Background: an optimization exercise with open tools, aiming at small area and a short achievable clock period. Do not read the settings as production practice. Only simulation tests tie the RTL to the original design; equivalence was not proved. Power and IR drop assume default switching activity.

<file path="flow/design.v">
package mem_responder_pkg;
   localparam int WORD_W     = 16;
   localparam int DEF_LAT    = 2;
   localparam int DEF_ADDR_W = 8;
   localparam int RING_L     = 4;                   
   localparam int N_RING     = 2**DEF_ADDR_W / RING_L;
endpackage
module mem_responder_array (
   input  logic        clk,
   input  logic [7:0]  hw, lw,
   input  logic [7:0]  hi_nxt, lo_nxt,
   input  logic        rs1_nxt, rs3_nxt,
   input  logic        cln3,     
   input  logic [mem_responder_pkg::WORD_W-1:0] wdn,    
   output logic [mem_responder_pkg::WORD_W-1:0] rdata   
);
   localparam int W = mem_responder_pkg::WORD_W;
   localparam int N = mem_responder_pkg::N_RING;
   logic [W*N-1:0] r0, r1, r2, r3, r0_nxt;
   logic [N-1:0]   ia, ib;      
   logic [N-1:0]   s1, s3;      
   logic [W*16-1:0] l1;         
   genvar g, b, k;
   generate
      for (g = 0; g < N; g++) begin : ring
         wire wsel = hw[g/8] & lw[g%8];
         assign ia[g] = wsel | ~cln3;
         assign ib[g] = ~wsel;
         wire sel_nxt = hi_nxt[g/8] & lo_nxt[g%8];
         always_ff @(posedge clk) begin
            s1[g] <= rs1_nxt & sel_nxt;
            s3[g] <= rs3_nxt & sel_nxt;
         end
      end
      for (b = 0; b < W; b++) begin : bt
         for (g = 0; g < N; g++) begin : ins
            mem_responder_ins u (
               .a(ia[g]), .r(r3[b*N + g]), .b(ib[g]), .w(wdn[b]), .y(r0_nxt[b*N + g])
            );
         end
         for (k = 0; k < 16; k++) begin : rd
            mem_responder_rd8 u (
               .s1(s1[4*k +: 4]), .d1(r1[b*N + 4*k +: 4]), .s3(s3[4*k +: 4]),
               .d3(r3[b*N + 4*k +: 4]), .y(l1[b*16 + k])
            );
         end
         mem_responder_or16 u_or (.a(l1[b*16 +: 16]), .y(rdata[b]));
      end
   endgenerate
   always_ff @(posedge clk) begin
      r0 <= r0_nxt;
      r1 <= r0;
      r2 <= r1;
      r3 <= r2;
   end
endmodule
module mem_responder_ins (
   input  logic a, r, b, w,
   output logic y
);
   assign y = ~((a | r) & (b | w));
endmodule
module mem_responder_rd8 (
   input  logic [3:0] s1, d1, s3, d3,
   output logic       y
);
   assign y = |((s1 & d1) | (s3 & d3));
endmodule
module mem_responder_or16 (
   input  logic [15:0] a,
   output logic        y
);
   assign y = |a;
endmodule
module mem_responder #(
   parameter int LAT    = mem_responder_pkg::DEF_LAT,
   parameter int ADDR_W = mem_responder_pkg::DEF_ADDR_W
) (
   input  logic              clk,
   input  logic              rst,
   input  logic              enable,
   input  logic              wr,
   input  logic [mem_responder_pkg::WORD_W-1:0] addr,
   input  logic [mem_responder_pkg::WORD_W-1:0] data_in,
   output logic [mem_responder_pkg::WORD_W-1:0] data_out,
   output logic              stall,
   output logic              done,
   output logic              err
);
   localparam int W = mem_responder_pkg::WORD_W;
   logic        b1, b2, dn;          
   logic        nbz;                 
   logic        ndn;                 
   logic        idl;                 
   logic        idle, accept;
   logic [1:0]  ph;                  
   logic [1:0]  p, p_nxt;            
   logic        cw;                  
   logic [7:0]  hi, lo;              
   logic [W-1:0] cdata;              
   logic        wpend, wpend_nxt;    
   logic        wc;                  
   logic        rd_nxt;              
   logic        rs1_nxt, rs3_nxt;    
   logic        wc_nxt;              
   logic [7:0]  hi_nxt, lo_nxt;
   logic [7:0]  hw, lw;              
   logic        hit;                 
   logic [3:0]  cln;                 
   logic [3:0]  pol;                 
   logic        pol_in;              
   logic        ppol;                
   logic [W-1:0] wdn;
   logic [W-1:0] rdata, dreg;
   logic        rd_done;             
   assign idle   = idl;
   assign accept = enable & idle;
   assign stall  = ~(nbz & ~(enable & ndn));
   always_ff @(posedge clk or negedge rst) begin
      if (!rst) begin
         b1 <= 1'b0;
         b2 <= 1'b0;
         nbz <= 1'b1;
         dn <= 1'b0;
         ndn <= 1'b1;
         idl <= 1'b1;
      end else begin
         b1 <= accept;
         b2 <= b1;
         nbz <= ~(accept | b1);
         dn <= b2;
         ndn <= ~b2;
         idl <= ~(accept | b1 | b2);
      end
   end
   assign rd_done = b2 & ~cw;
   always_comb begin
      p_nxt     = accept ? addr[2:1] + ph + 2'd1 : p + 2'd1;
      wpend_nxt = accept ? wr : (wpend & ~wc);
      rd_nxt    = accept ? ~wr : (b1 & ~cw);
      hi_nxt    = accept ? 8'd1 << addr[8:6] : hi;
      lo_nxt    = accept ? 8'd1 << addr[5:3] : lo;
      rs1_nxt   = rd_nxt & (p_nxt == 2'd1) & cln[0];
      rs3_nxt   = rd_nxt & (p_nxt == 2'd3) & cln[2];
      wc_nxt    = wpend_nxt & (p_nxt == 2'd3);
   end
   assign pol_in = cln[3] & ~pol[3];
   assign wdn    = ~cdata ^ {W{pol_in}};
   always_ff @(posedge clk or negedge rst) begin
      if (!rst) begin
         ph      <= 2'd0;
         p       <= 2'd0;
         cln     <= 4'd0;
         pol     <= 4'd0;
         ppol    <= 1'b0;
         wpend   <= 1'b0;
         wc      <= 1'b0;
         hw      <= 8'd0;
         lw      <= 8'd0;
         hit     <= 1'b0;
         data_out <= '0;
      end else begin
         ph      <= ph + 2'd1;
         p       <= p_nxt;
         cln     <= {cln[2:0], 1'b1};
         pol     <= {pol[2:0], pol_in};
         ppol    <= rd_nxt & ((p_nxt == 2'd1) & cln[0] & pol[0] | (p_nxt == 2'd3) & cln[2] & pol[2]);
         wpend   <= wpend_nxt;
         wc      <= wc_nxt;
         hw      <= {8{wc_nxt}} & hi_nxt;
         lw      <= {8{wc_nxt}} & lo_nxt;
         hit     <= rd_nxt & p_nxt[0];
         data_out <= rd_done ? ((rdata ^ {W{ppol}}) | (dreg & {W{~hit}})) : '0;
      end
   end
   always_ff @(posedge clk) begin
      if (accept) begin
         cw    <= wr;
         hi    <= hi_nxt;
         lo    <= lo_nxt;
         cdata <= data_in;
      end
   end
   mem_responder_array u_array (
      .clk   (clk),
      .hw    (hw),
      .lw    (lw),
      .hi_nxt  (hi_nxt),
      .lo_nxt  (lo_nxt),
      .rs1_nxt (rs1_nxt),
      .rs3_nxt (rs3_nxt),
      .cln3  (cln[3]),
      .wdn   (wdn),
      .rdata (rdata)
   );
   always_ff @(posedge clk) begin
      dreg <= (rdata ^ {W{ppol}}) | (dreg & {W{~hit}});
   end
   assign done     = dn;
   assign err      = 1'b0;
endmodule
</file>
<file path="flow/constraint.sdc">
create_clock -name core_clock -period 6.0 [get_ports {clk}]
set_input_delay 1.2000 -clock core_clock [delete_from_list [all_inputs] [get_ports {clk}]]
set_output_delay 1.2000 -clock core_clock [all_outputs]
set_load 0.01 [all_outputs]
</file>
<file path="flow/config.mk">
export PLATFORM = sky130hd
export DESIGN_NAME = mem_responder
export DESIGN_NICKNAME = mem_responder
export VERILOG_FILES = /design/flow/design.v
export SDC_FILE = /design/flow/constraint.sdc
export NUM_CORES = 4
export LEC_CHECK = 0
export CAP_MARGIN = 20
export CORE_MARGIN = 2
export CORE_UTILIZATION = 40
export CTS_CLUSTER_DIAMETER = 110
export CTS_CLUSTER_SIZE = 30
export SETUP_SLACK_MARGIN = 3.3
export SLEW_MARGIN = 20
export SYNTH_HIERARCHICAL = 1
</file>
<file path="flow/run.sh">
#!/bin/bash
# synth_recipe.tcl (not shown) runs the flow's synth.tcl, then flattens the netlist and writes it again
# the make line also repeats each setting of config.mk as NAME=value (left out here)
make -C /OpenROAD-flow-scripts/flow DESIGN_CONFIG=/design/flow/config.mk WORK_HOME=/design/flow/orfs CLKGATE_MAP_FILE= SYNTH_SCRIPT=/design/flow/synth_recipe.tcl finish
</file>
==> results of run 1 <==
==> state kept, by name, indices dropped and copies added (netlist names), 2 cells and up <==
| register | cells |
|---|---|
| pol | 4 |
| hi | 8 |
| lo | 8 |
| cdata | 16 |
| u_array.r1 | 1024 |
| u_array.s1 | 64 |
| data_out | 16 |
| u_array.r3 | 1024 |
| dreg | 16 |
| cln | 4 |
| ph | 2 |
| u_array.r0 | 1024 |
| u_array.r2 | 1024 |
| lw | 8 |
| u_array.s3 | 64 |
| hw | 8 |
| p | 2 |
==> Yosys stat by module (local to each module, per instance) <==
module	cell area (um^2)	flops+latches	copies in the design
mem_responder_rd8	36.28	0	256
mem_responder_or16	31.28	0	16
mem_responder	3854	103	1
mem_responder_array	86560	4224	1
mem_responder_ins	6.256	0	1024
==> synth_stat cells, types with 4 or more instances <==
cell / n / area (um^2)
dfxtp_1: 4240 / 84880
a22oi_1: 1024 / 7687
o22ai_1: 1024 / 6406
nand4_1: 272 / 1702
and3_1: 129 / 807.0
nand2_1: 69 / 259.0
a21bo_2: 64 / 640.6
nor4_1: 64 / 400.4
dfrtp_1: 51 / 1276
buf_2: 33 / 165.2
edfxtp_1: 33 / 991.0
xnor2_1: 33 / 289.0
clkbuf_2: 23 / 115.1
inv_1: 23 / 86.33
nor2b_1: 22 / 137.6
clkbuf_1: 17 / 63.81
o21ai_0: 16 / 80.08
a22o_1: 14 / 122.6
nor2b_2: 9 / 78.83
nor2_1: 4 / 15.01
nor3b_1: 4 / 30.03
==> critical path, delay by kind of cell <==
| family | cells | cell delay [ns] |
|---|---|---|
| AND/OR/NAND/NOR | 2 | 0.13 |
| buffers and inverters | 2 | 0.31 |
==> cells by family (layout without fill, tap and decap cells) <==
family	count (synthesis)	in the layout	synth area share (%)
DFF	4327	4327	81.82
AOI/OAI and AO/OA	2148	2148	14.06
and+or+nand+nor	589	589	3.316
buffers and inverters	102	391	0.4542
xor gates and xnor gates	35	35	0.3028
other	2	13	0.007044
muxes	2	2	0.02347
adders and majority gates	1	1	0.01173
==> per-stage QoR <==
step / cells / hold WS [ns] / cell area [um^2]
2_1_floorplan: 7206 / 0.3096 / 106800
3_3_place_gp: 10810 / 0.3095 / 112200
3_5_place_dp: 10820 / 0.3121 / 112200
4_1_cts: 11020 / 0.3205 / 117400
5_1_grt: 11030 / 0.3255 / 117700
6_report: 11040 / 0.3208 / 117800
==> repair_timing <==
item / CTS / global route
setup endpoints to repair: 603 / 129
buffers inserted: 15 / 4
gates resized for setup: 276 / 73
pin swaps: 33 / 52
==> routing by layer <==
layer / global-route usage (%) / vias to the layer above
met2: 33.33 / 2230
met5: 0 / -
met1: 27.65 / 30810
met3: 3.152 / 455
met4: 7.677 / 2
li1: - / 27400
==> final cells by class <==
cell class	count	area [um^2]	share of cell area, %
tap	3533	4420	3.754
multi-input combinational	2777	19920	16.92
sequential	4327	87380	74.20
clock buffer	188	4279	3.634
timing repair buffer	173	1562	1.326
inverter	24	98.84	0.08394
clock inverter	6	67.56	0.05738
antenna	11	27.53	0.02338
==> worst max-delay path by stage <==
stage | startpoint | to | slack, ns
finish | enable | stall | 3.15
detailed placement | enable | u_array.s3[38] | 1.94
CTS | ndn | stall | 3.11
global route | ndn | stall | 3.11
floorplan | cln[3] | u_array.r0[0] | 2.30
global placement | enable | stall | 1.97
==> where the power goes <==
group | switching [W] | internal [W]
sequential | 0.00107 | 0.0311
combinational | 0.00197 | 0.000934
clock | 0.00818 | 0.00512
total | 0.0112 | 0.0371
==> reports/results.ini, run 1 <==
[layout]
fill_cells = 23380
drive_gt1_share_pct = 8.099
syn_to_final_growth_pct = 10.45
final_core_util_pct = 44.42
final_cell_mix = dfxtp_1 (4163), o22ai_1 (1024), a22oi_1 (1009)
fin_nets = 7502
layout_commonest_cell = dfxtp_1

[clocking]
cts_tree = built
cts_root_buf = clkbuf_16
hold_buffers = 0
clk_path_buf_depth = 3
clk_latency_ns = 0.86
path_clk_slew_ns = 0.11
clock-sinks = 4327
cts_buffers = 162
h-tree-depth = 4

[power]
ir_drop_mv = 0.2611
p_per_area_nw_per_um2 = 410.6
leakagePower_nw = 44.94
totalPowerFinal_w = 0.04835

[worst_setup_path]
worstPathMaxFanout = 3
critical_path_required_ns = 4.80
cp-end-kind = primary output
start_kind = input pin
cp_cell_sequence = buf_4, nand2_1, nand2_1, buf_2
cpPeakStageDelay_ns = 0.19
timing.rr.start = u_array.s1[20]
cpMaxStageDelayCell = buf_4
critical_path_class = input pin to primary output
reg2reg_to = data_out[10]
crit_top_cell = nand2_1
arrival_ns = 1.65
worstRegToRegCells = 9
r2r_setup_slack_ns = 3.29

[synthesis]
avgSynthCellArea_um2 = 14.79
ys_seq_elements = 4327
synth_fp_nets = 7243
yosys.cell_types.count = 44
syn_area_um2 = 106600
asyncSetResetFlopFracSynth_pct = 1.248
synth_ff_type = dfxtp_1
synth_warnings = 8
synth_seq_area_share_pct = 81.82
synth_edf_count = 33
synthCells = 7206

[timing]
finalClockSkew_ns = 0.03199
setup_ws_ns = 3.153
setup_viol = 0
rsz0062_at_grt = true
finalHoldViolations = 0
worst_slew_pin_slew_ns = 1.148
min_period_over_period_pct = 47.45
maxSlewHeadroom_pct = 23.46
setup-tns-final_ns = 0
slew_violations = 0
max_freq_mhz = 351.2
post-route-min-period_ns = 2.847

[die]
initial_utilization_pct = 40.22
dieArea_um2 = 270700
io_pins = 55
placementRows = 189
die_width_um = 520.3
chipHeight_um = 520.3
core_area_um2 = 265100

[routing]
drt-wirelength-per-cell_um = 26.07
drcViolationCount = 0
met2WireLength_mm = 133.2
drtAntennaViolNets = 0
drt_iter0_drc = 5873
top_layer = met5
vias_per_cell = 5.516
vias = 60890
route.met3.wl_mm = 19.68
drtPass1Iterations = 6
totalWireLength_mm = 287.8
wl_met1_mm = 124.2

[place]
portBuffers = 45
dp_hpwl_mm = 172.9
place_ws_ns = 1.941
routabilityCongestion = 0.8162

[hold_path]
hold_path.class = flip-flop to flip-flop
hold_path_startpoint = u_array.r0[687]
hold_path_depth = 0
holdPathEnd = u_array.r1[687]

[grt]
overflow = 0
grt_usage_pct = 20.52
grt_pass1_wl_mm = 414.2
grt_antenna_before_repair = 18
grt_pass1_vias = 60970
grt_max_degree = 65

[run_status]
status = finished clean

[flow_run]
maxCapViolCount = 0

==> run 2: changes to the inputs <==
--- a/flow/design.v
+++ b/flow/design.v
@@ -7,7 +7,8 @@
 endpackage
 module mem_responder_array (
    input  logic        clk,
-   input  logic [7:0]  hw, lw,
+   input  logic [7:0]  hi, lo,
+   input  logic        wc,
    input  logic [7:0]  hi_nxt, lo_nxt,
    input  logic        rs1_nxt, rs3_nxt,
    input  logic        cln3,     
@@ -23,7 +24,7 @@
    genvar g, b, k;
    generate
       for (g = 0; g < N; g++) begin : ring
-         wire wsel = hw[g/8] & lw[g%8];
+         wire wsel = wc & hi[g/8] & lo[g%8];
          assign ia[g] = wsel | ~cln3;
          assign ib[g] = ~wsel;
          wire sel_nxt = hi_nxt[g/8] & lo_nxt[g%8];
@@ -89,8 +90,7 @@
 );
    localparam int W = mem_responder_pkg::WORD_W;
    logic        b1, b2, dn;          
-   logic        nbz;                 
-   logic        ndn;                 
+   logic        bz;                  
    logic        idl;                 
    logic        idle, accept;
    logic [1:0]  ph;                  
@@ -104,7 +104,6 @@
    logic        rs1_nxt, rs3_nxt;    
    logic        wc_nxt;              
    logic [7:0]  hi_nxt, lo_nxt;
-   logic [7:0]  hw, lw;              
    logic        hit;                 
    logic [3:0]  cln;                 
    logic [3:0]  pol;                 
@@ -115,21 +114,19 @@
    logic        rd_done;             
    assign idle   = idl;
    assign accept = enable & idle;
-   assign stall  = ~(nbz & ~(enable & ndn));
+   assign stall  = bz | (enable & ~dn);
    always_ff @(posedge clk or negedge rst) begin
       if (!rst) begin
          b1 <= 1'b0;
          b2 <= 1'b0;
-         nbz <= 1'b1;
+         bz <= 1'b0;
          dn <= 1'b0;
-         ndn <= 1'b1;
          idl <= 1'b1;
       end else begin
          b1 <= accept;
          b2 <= b1;
-         nbz <= ~(accept | b1);
+         bz <= accept | b1;
          dn <= b2;
-         ndn <= ~b2;
          idl <= ~(accept | b1 | b2);
       end
    end
@@ -155,8 +152,6 @@
          ppol    <= 1'b0;
          wpend   <= 1'b0;
          wc      <= 1'b0;
-         hw      <= 8'd0;
-         lw      <= 8'd0;
          hit     <= 1'b0;
          data_out <= '0;
       end else begin
@@ -167,8 +162,6 @@
          ppol    <= rd_nxt & ((p_nxt == 2'd1) & cln[0] & pol[0] | (p_nxt == 2'd3) & cln[2] & pol[2]);
          wpend   <= wpend_nxt;
          wc      <= wc_nxt;
-         hw      <= {8{wc_nxt}} & hi_nxt;
-         lw      <= {8{wc_nxt}} & lo_nxt;
          hit     <= rd_nxt & p_nxt[0];
          data_out <= rd_done ? ((rdata ^ {W{ppol}}) | (dreg & {W{~hit}})) : '0;
       end
@@ -183,8 +176,9 @@
    end
    mem_responder_array u_array (
       .clk   (clk),
-      .hw    (hw),
-      .lw    (lw),
+      .hi    (hi),
+      .lo    (lo),
+      .wc    (wc),
       .hi_nxt  (hi_nxt),
       .lo_nxt  (lo_nxt),
       .rs1_nxt (rs1_nxt),
--- a/flow/config.mk
+++ b/flow/config.mk
@@ -8,7 +8,7 @@
 export CAP_MARGIN = 20
 export CORE_MARGIN = 2
 export CORE_UTILIZATION = 40
-export CTS_CLUSTER_DIAMETER = 110
+export CTS_CLUSTER_DIAMETER = 80
 export CTS_CLUSTER_SIZE = 30
 export SETUP_SLACK_MARGIN = 3.3
 export SLEW_MARGIN = 20
==> run 2 against run 1 <==
Maximum frequency is 1.7% lower. Sequential share of layout area is 0.85 points lower. Clock-buffer cell count is 8 lower. Clock power hardly changed. Synthesized area is 0.77% lower. Clock skew is 0.0066 ns higher. Cell count is 0.53% higher. Global-route usage is 0.51 points higher. Sequential cell count is 17 lower.
==> reports/results.ini, run 2 <==
[run_status]
status = finished clean  ; unchanged

[power]
leakagePower_nw = 45.25  ; was 44.94 nW
p_switching_w = 0.01307  ; was 0.01123 W
p_sw_share_pct = 24.64  ; was 23.23%
power_frac_seq_pct = 67.1  ; was 66.5%
internal-power_w = 0.03999  ; was 0.03712 W
ir_drop_mv = 0.3480  ; was 0.2611 mV
power_frac_clock_pct = 25.5  ; was 27.5%
p_per_area_nw_per_um2 = 447.4  ; was 410.6 nW/um^2
totalPowerFinal_w = 0.05307  ; was 0.04835 W
pwr-share-comb_pct = 7.4  ; was 6.0%

[timing]
finalHoldViolations = 0  ; unchanged
maxSlewHeadroom_pct = 15.62  ; was 23.46%
slew_violations = 0  ; unchanged
finalClockSkew_ns = 0.03859  ; was 0.03199 ns
worst_slew_pin_slew_ns = 1.266  ; was 1.148 ns
post-route-min-period_ns = 2.896  ; was 2.847 ns
max_freq_mhz = 345.3  ; was 351.2 MHz
min_period_over_period_pct = 48.27  ; was 47.45%
fin_worst_hold_slack_ns = 0.2139  ; was 0.3208 ns
rsz0062_at_grt = true  ; unchanged
setup_viol = 0  ; unchanged
setup-tns-final_ns = 0  ; unchanged

[worst_setup_path]
worstPathMaxFanout = 17  ; was 3
start_kind = flip-flop  ; was input pin
worstRegToRegCells = 4  ; was 9
arrival_ns = 3.61  ; was 1.65 ns
critical_path_required_ns = 6.71  ; was 4.80 ns
critical_path_class = flip-flop to flip-flop  ; was input pin to primary output
cp-end-kind = flip-flop  ; was primary output

[grt]
grt_pass1_vias = 61510  ; was 60970
overflow = 0  ; unchanged
grt_max_degree = 65  ; unchanged
grt_pass1_wl_mm = 422.4  ; was 414.2 mm
grt_antenna_before_repair = 16  ; was 18
grt_usage_pct = 21.03  ; was 20.52%

[synthesis]
ys_seq_elements = 4310  ; was 4327
synth_edf_count = 33  ; unchanged
syn_area_um2 = 105800  ; was 106600 um^2
avgSynthCellArea_um2 = 14.77  ; was 14.79 um^2
yosys.cell_types.count = 38  ; was 44
ys_top_cells_by_area = dfxtp_1 (80%), a22oi_1 (7.3%), o22ai_1 (6.1%), nand4_1 (1.6%), edfxtp_1 (0.94%)  ; was dfxtp_1 (80%), a22oi_1 (7.2%), o22ai_1 (6.0%), nand4_1 (1.6%), dfrtp_1 (1.2%)
synth_warnings = 8  ; unchanged
synth_fp_nets = 7199  ; was 7243
synth_seq_area_share_pct = 82.05  ; was 81.82%
synth_ff_type = dfxtp_1  ; unchanged
synth_top_area_share_pct = 80.24  ; was 79.62%
synthCells = 7162  ; was 7206
synth.most_common_cell = dfxtp_1  ; unchanged
asyncSetResetFlopFracSynth_pct = 0.8585  ; was 1.248%
synth_common_cells = dfxtp_1 (4240), a22oi_1 (1024), o22ai_1 (1024), nand4_1 (272), and3_2 (107)  ; was dfxtp_1 (4240), a22oi_1 (1024), o22ai_1 (1024), nand4_1 (272), and3_1 (129)
post-synth-top-area-cell = dfxtp_1  ; unchanged

[die]
chipHeight_um = 518.3  ; was 520.3 um
io_pins = 55  ; unchanged
dieArea_um2 = 268600  ; was 270700 um^2
initial_utilization_pct = 40.26  ; was 40.22%
die_width_um = 518.3  ; was 520.3 um
placementRows = 188  ; was 189
core_area_um2 = 262700  ; was 265100 um^2

[layout]
fin_nets = 7571  ; was 7502
fill_cells = 23080  ; was 23380
multi_input_area_um2 = 19940  ; was 19920 um^2
syn_to_final_growth_pct = 12.13  ; was 10.45%
layout_commonest_cell = dfxtp_1  ; unchanged
drive_gt1_share_pct = 11.34  ; was 8.099%
final_cell_mix = dfxtp_1 (4150), o22ai_1 (1024), a22oi_1 (947)  ; was dfxtp_1 (4163), o22ai_1 (1024), a22oi_1 (1009)
final_core_util_pct = 45.15  ; was 44.42%
register_area_um2 = 87010  ; was 87380 um^2

[clocking]
clock-sinks = 4310  ; was 4327
h-tree-depth = 4  ; unchanged
cts_buffers = 163  ; was 162
cts_tree = built  ; unchanged
clk_latency_ns = 0.89  ; was 0.86 ns
hold_buffers = 0  ; unchanged
path_clk_slew_ns = 0.11  ; about the same
cts_root_buf = clkbuf_16  ; unchanged
clk_path_buf_depth = 3  ; unchanged

[routing]
totalWireLength_mm = 294.5  ; was 287.8 mm
vias = 61570  ; was 60890
met2WireLength_mm = 138.6  ; was 133.2 mm
vias_per_cell = 5.548  ; was 5.516
drtAntennaViolNets = 0  ; unchanged
drcViolationCount = 0  ; unchanged
route.met3.wl_mm = 20.12  ; was 19.68 mm
top_layer = met5  ; unchanged
drt_iter0_drc = 5924  ; was 5873
wl_met1_mm = 126.0  ; was 124.2 mm
drtPass1Iterations = 6  ; unchanged
drt-wirelength-per-cell_um = 26.54  ; was 26.07 um

[flow_run]
maxCapViolCount = 0  ; unchanged

[place]
portBuffers = 45  ; unchanged
dp_hpwl_mm = 170.9  ; was 172.9 mm
routabilityCongestion = 0.8346  ; was 0.8162

[hold_path]
hold_path.class = input pin to asynchronous set/reset pin  ; was flip-flop to flip-flop

==> run 2: cell types whose count changed in the layout (fill, tap and decap cells not counted), moves of 60 or more <==
cell / delta
a22oi_2: +62
and3_2: +107
and3_1: -105
a22oi_1: -62
nand3_1: +60
buf_4: +73
a21bo_2: -64
==> run 2: area by class of cell <==
class,instances,area share [%]
Antenna cell,10,0.02110
Clock buffer,180,3.518
Clock inverter,23,0.3133
Timing Repair Buffer,271,2.182
Sequential cell,4310,73.36
Multi-Input combinational cell,2764,16.81
Inverter,23,0.08333
Tap cell,3515,3.708
Timing Repair inverter,1,0.007384
==> run 2: repair_timing <==
item	in CTS	in global routing
pin swaps	109	92
buffers inserted	72	14
endpoints found under the setup margin	545	528
gates resized for setup	401	88
cloned	3	1
==> run 2: worst max-delay path: stages (launching register included) <==
cell      delay, ns
edfxtp_1       0.70
buf_4          0.37
nand3_1        0.75
nand2_2        0.72
o22ai_1        0.16
==> run 2: logic make-up after synthesis <==
| logic type | after synthesis | synth area share [%] |
|---|---|---|
| AO/OA/AOI/OAI | 2084 | 13.55 |
| XOR/XNOR | 36 | 0.2981 |
| adder cells (fa/ha/maj) | 1 | 0.01183 |
| buffers and inverters | 91 | 0.4352 |
| flip-flops | 4310 | 82.05 |
| multiplexers | 2 | 0.01892 |
| other | 2 | 0.007099 |
| AND/OR/NAND/NOR | 636 | 3.630 |
==> run 2: power by group through the flow <==
stage	Sequential [W]	Clock (W)	Combinational [W]
3_3_place_gp	0.0359	0	0.00353
6_report	0.0356	0.0136	0.00391
4_1_cts	0.0355	0.0137	0.00381
3_5_place_dp	0.0361	0	0.00358
5_1_grt	0.0361	0.0147	0.00405
2_1_floorplan	0.0353	0	0.00189
==> run 2: per-module statistics from Yosys, one instance, submodules excluded <==
| module | copies in the design | cell area [um^2] | flops+latches |
|---|---|---|---|
| mem_responder_array | 1 | 86380 | 4224 |
| mem_responder_or16 | 16 | 31.28 | 0 |
| mem_responder_rd8 | 256 | 36.28 | 0 |
| mem_responder_ins | 1024 | 6.256 | 0 |
| mem_responder | 1 | 3217 | 86 |
==> run 2: routing by layer <==
metal  vias to the layer above  global-route usage [%]
met1                     31340                   28.28
met2                      2232                   34.63
met5                         -                       0
met4                         4                   6.622
met3                       451                   3.402
li1                      27540                       -
==> run 2: path summary, 6_finish.rpt <==
kind | start | endpoint | slack (ns)
worst max-delay path | lo[3] | u_array.r0[691] | 3.10
worst min-delay path | rst | data_out[0] | 0.21
worst max register to register | lo[3] | u_array.r0[691] | 3.10
worst min register to register | u_array.r0[857] | u_array.r1[857] | 0.31
max in group asynchronous | rst | idl | 5.21
min in group core_clock | u_array.r0[857] | u_array.r1[857] | 0.31
==> run 2: metrics by stage <==
stage,area (um^2),instances,worst slack [ns]
after floorplan,105800,7162,2.205
after global placement,111600,10790,1.606
after detailed placement,111600,10790,1.574
after CTS,118000,11070,2.981
after global routing,118600,11090,3.050
final,118600,11100,3.104

-- port drivers added, routing unchanged --
Ports are ideal in the flow. The routed layouts listed here were re-timed in OpenROAD. Step 1: set_driving_cell puts a clkbuf_16 on clk and a buf_2 on each other input, an assumption about the parent block. Step 2, shift: input delay + t, output delay - t, t = (earliest + latest rising clock arrival at the registers) / 2. This alone moves slack from input paths to output paths. Three values: no drivers, after step 1, after step 2; two values: the first two.
run	t, ns	setup slack, ns	worst setup path at the end	worst data-port slew with drivers (ns)	cell pins on the clock port's net
run 1	0.939	3.153 / 3.097 / 2.541	input to register	0.19	1
run 2	0.968	3.104 / 3.104 / 2.404	input to register	0.14	1
After both steps setup and hold are still met in every run listed. For run 2, which loses most, drivers alone change the setup slack by 0.000 ns; drivers and shift together by -0.700 ns.
